This is an optimization exercise on Yosys and OpenROAD, whose aim is small area, not a production implementation.
Function was checked by simulation only, so behaviour that the tests miss may differ from the original.
Power and IR drop assume default switching activity.

job 8269:
// id_stage_top
module id_stage_top (
    input  logic        CLK,
    input  logic        RST,
    input  logic [31:0] fetch_pc1,
    input  logic [31:0] fetch_pc2,
    input  logic [31:0] fetch_inst1,
    input  logic [31:0] fetch_inst2,
    input  logic [31:0] clr_w_mask,
    input  logic        ex_set_pc,
    input  logic [31:0] ex_pc,
    output logic [31:0] ctrl1,
    output logic [31:0] ctrl2,
    output logic        id_set_pc,
    output logic [31:0] id_pc
);
    localparam logic [3:0] C_NONE = 4'b0000;    
    localparam logic [3:0] C_LUI  = 4'b0001;
    localparam logic [3:0] C_J    = 4'b0010;
    localparam logic [3:0] C_ADDI = 4'b0100;    
    localparam logic [3:0] C_LW   = 4'b0101;
    localparam logic [3:0] C_ORI  = 4'b0110;
    localparam logic [3:0] C_RADD = 4'b1000;    
    localparam logic [3:0] C_RSUB = 4'b1001;
    localparam logic [3:0] C_BEQ  = 4'b1010;
    localparam logic [3:0] C_SW   = 4'b1100;    
    function automatic logic [3:0] class_of(input logic [31:0] inst);
        case (inst[31:26])
            6'b000000: class_of = (inst[25:0] == '0) ? C_NONE :
                                  (inst[5:1] == 5'b10001) ? C_RSUB : C_RADD;
            6'b100011: class_of = C_LW;
            6'b101011: class_of = C_SW;
            6'b000100: class_of = C_BEQ;
            6'b001000: class_of = C_ADDI;
            6'b001101: class_of = C_ORI;
            6'b001111: class_of = C_LUI;
            6'b000010: class_of = C_J;
            default:   class_of = C_NONE;
        endcase
    endfunction
    function automatic logic [4:0] dest_of(input logic [31:0] inst);
        case (inst[31:26])
            6'b000000:                             dest_of = inst[15:11];
  ...
Size in the first run: ~900 cells after synthesis, ~120 flip-flops, about 290 I/O pins, roughly 7700 um2 of cells after synthesis.
export LEC_CHECK = 0
export CAP_MARGIN = 20
export CORE_MARGIN = 2
export CORE_UTILIZATION = 55
export GPL_TIMING_DRIVEN = 0
export SLEW_MARGIN = 20
create_clock -name core_clock -period 5.5 [get_ports {CLK}]
standard.sh (not shown) runs the stock make flow with config.mk's settings and CLKGATE_MAP_FILE= SYNTH_SCRIPT=/design/flow/synth_recipe.tcl, a recipe that flattens the netlist after the stock synthesis.
==> flow/flow/run.sh <==
#!/bin/bash
# The standard layout (standard.sh) with these changes:
#  - synthesis: synth_recipe.tcl unchanged, except that ABC maps with the
#    area-oriented script flow/abc.script instead of ORFS's speed script;
#  - port buffers: the smallest buffer (buf_1) instead of buffer_ports' pick;
#  - clock tree: clkbuf_4 buffers, clusters of at most 12 sinks, no dummy loads;
set -euo pipefail
here=$(pwd)
{
  echo 'proc abc {args} {'
  echo '  set i [lsearch $args -script]'
  echo "  if {\$i >= 0} { lset args [expr {\$i + 1}] $here/flow/abc.script }"
  echo '  yosys abc {*}$args'
  echo '}'
  cat synth_recipe.tcl
} > own_synth.tcl
sed "s|SYNTH_SCRIPT=[^ ]*|SYNTH_SCRIPT=$here/own_synth.tcl|" standard.sh > own_standard.sh
grep -q "SYNTH_SCRIPT=$here/own_synth.tcl" own_standard.sh
export BUFFER_PORTS_ARGS="-buffer_cell sky130_fd_sc_hd__buf_1"
export CTS_ARGS="-sink_clustering_enable -repair_clock_nets -buf_list sky130_fd_sc_hd__clkbuf_4 -sink_clustering_size 12 -dont_use_dummy_load"
export REMOVE_ABC_BUFFERS=1
bash own_standard.sh > standard.log 2>&1
==> flow/flow/abc.script <==
&get -n
&st
&dch
&nf -R 1000
&st
&syn2
&if -g -K 6
&synch2
&nf -R 1000
&st
&dch
&nf -R 1000
&put
Every stage of the flow completed for job 8269, and the final layout passed the timing, DRC and antenna checks.
What job 1078 does differently from job 8269 at the input level:
- removing GPL_TIMING_DRIVEN (formerly 0)
- changing CORE_UTILIZATION from 55 to 60
- setting CTS_BUF_LIST to sky130_fd_sc_hd__clkbuf_4 for the first time
==> flow/flow/run.sh <==
#!/bin/bash
set -euo pipefail
export BUFFER_PORTS_ARGS="-buffer_cell sky130_fd_sc_hd__buf_1"
bash standard.sh > standard.log 2>&1
removed: flow/flow/abc.script
==> notes.md <==
- Synthesized area per cell: job 1078 vs job 8269 down 1.9%
- Note that the global-route wire length before repair recorded for job 1078 amounts to 1.20 times the value seen in job 8269.
- [job 1078] global routing met2 resource utilization fell 0.58 points relative to job 8269
Here is what was changed in the inputs of job 4417 compared with job 1078.
- putting GPL_TIMING_DRIVEN at 0 where nothing was set
- swapping 60 for 50 in CORE_UTILIZATION
- clearing CTS_BUF_LIST, which used to be sky130_fd_sc_hd__clkbuf_4
==> flow/flow/run.sh <==
#!/bin/bash
# The standard layout (standard.sh) with these changes:
#  - synthesis: synth_recipe.tcl unchanged, except that ABC maps with the
#    area-oriented script flow/abc.script instead of ORFS's speed script;
#  - port buffers: the smallest buffer (buf_1) instead of buffer_ports' pick;
#  - clock tree: clkbuf_4 buffers, clusters of at most 12 sinks, no dummy loads;
set -euo pipefail
here=$(pwd)
{
  echo 'proc abc {args} {'
  echo '  set i [lsearch $args -script]'
  echo "  if {\$i >= 0} { lset args [expr {\$i + 1}] $here/flow/abc.script }"
  echo '  yosys abc {*}$args'
  echo '}'
  cat synth_recipe.tcl
} > own_synth.tcl
sed "s|SYNTH_SCRIPT=[^ ]*|SYNTH_SCRIPT=$here/own_synth.tcl|" standard.sh > own_standard.sh
grep -q "SYNTH_SCRIPT=$here/own_synth.tcl" own_standard.sh
export BUFFER_PORTS_ARGS="-buffer_cell sky130_fd_sc_hd__buf_1"
export CTS_ARGS="-sink_clustering_enable -repair_clock_nets -buf_list sky130_fd_sc_hd__clkbuf_4 -sink_clustering_size 12 -dont_use_dummy_load"
export REMOVE_ABC_BUFFERS=1
bash own_standard.sh > standard.log 2>&1
==> flow/flow/abc.script (new file) <==
strash
dch
amap
topo
[summary]
In terms of combinational power, job 4417 and job 1078 differ only marginally.
Where HPWL after detailed placement is concerned, job 1078 is outperformed by job 4417.
Compared with job 1078, in job 4417 simple-gate area share of the yosys netlist shows a reduction of 5.6 points, sum of routed wire segments on met1 went down about 9%.
Sort job 1078 and job 4417 by overall track demand over capacity in global routing desc -> top: job 4417

re-timing with driven ports:
In the flow no input, the clock included, has a driving cell. The finished layouts below were timed again as built, in two steps.
Step 1 assumes that a clkbuf_16 drives the clock port and a buf_2 every other input.
Step 2 times the ports against the registers' clock, not the clock port: input delays grow and output delays shrink by t, the midpoint of the rising clock arrivals with the driver on.
a / b / c = ideal ports / drivers / drivers and shift; a / b = the first two.
run	t (ns)	slack for setup (ns)	worst setup path after step 2
job 8269	0.540	0.319 / 0.319 / -0.082	input to register
job 1078	0.585	0.698 / 0.698 / 0.455	input to register
job 4417	0.557	0.392 / 0.392 / -0.061	input to register
Met with ideal ports but missed after step 2: setup timing in job 8269 and job 4417. The setup slack of job 4417, which loses most, moves by 0.000 ns with the drivers and by -0.453 ns with both steps.
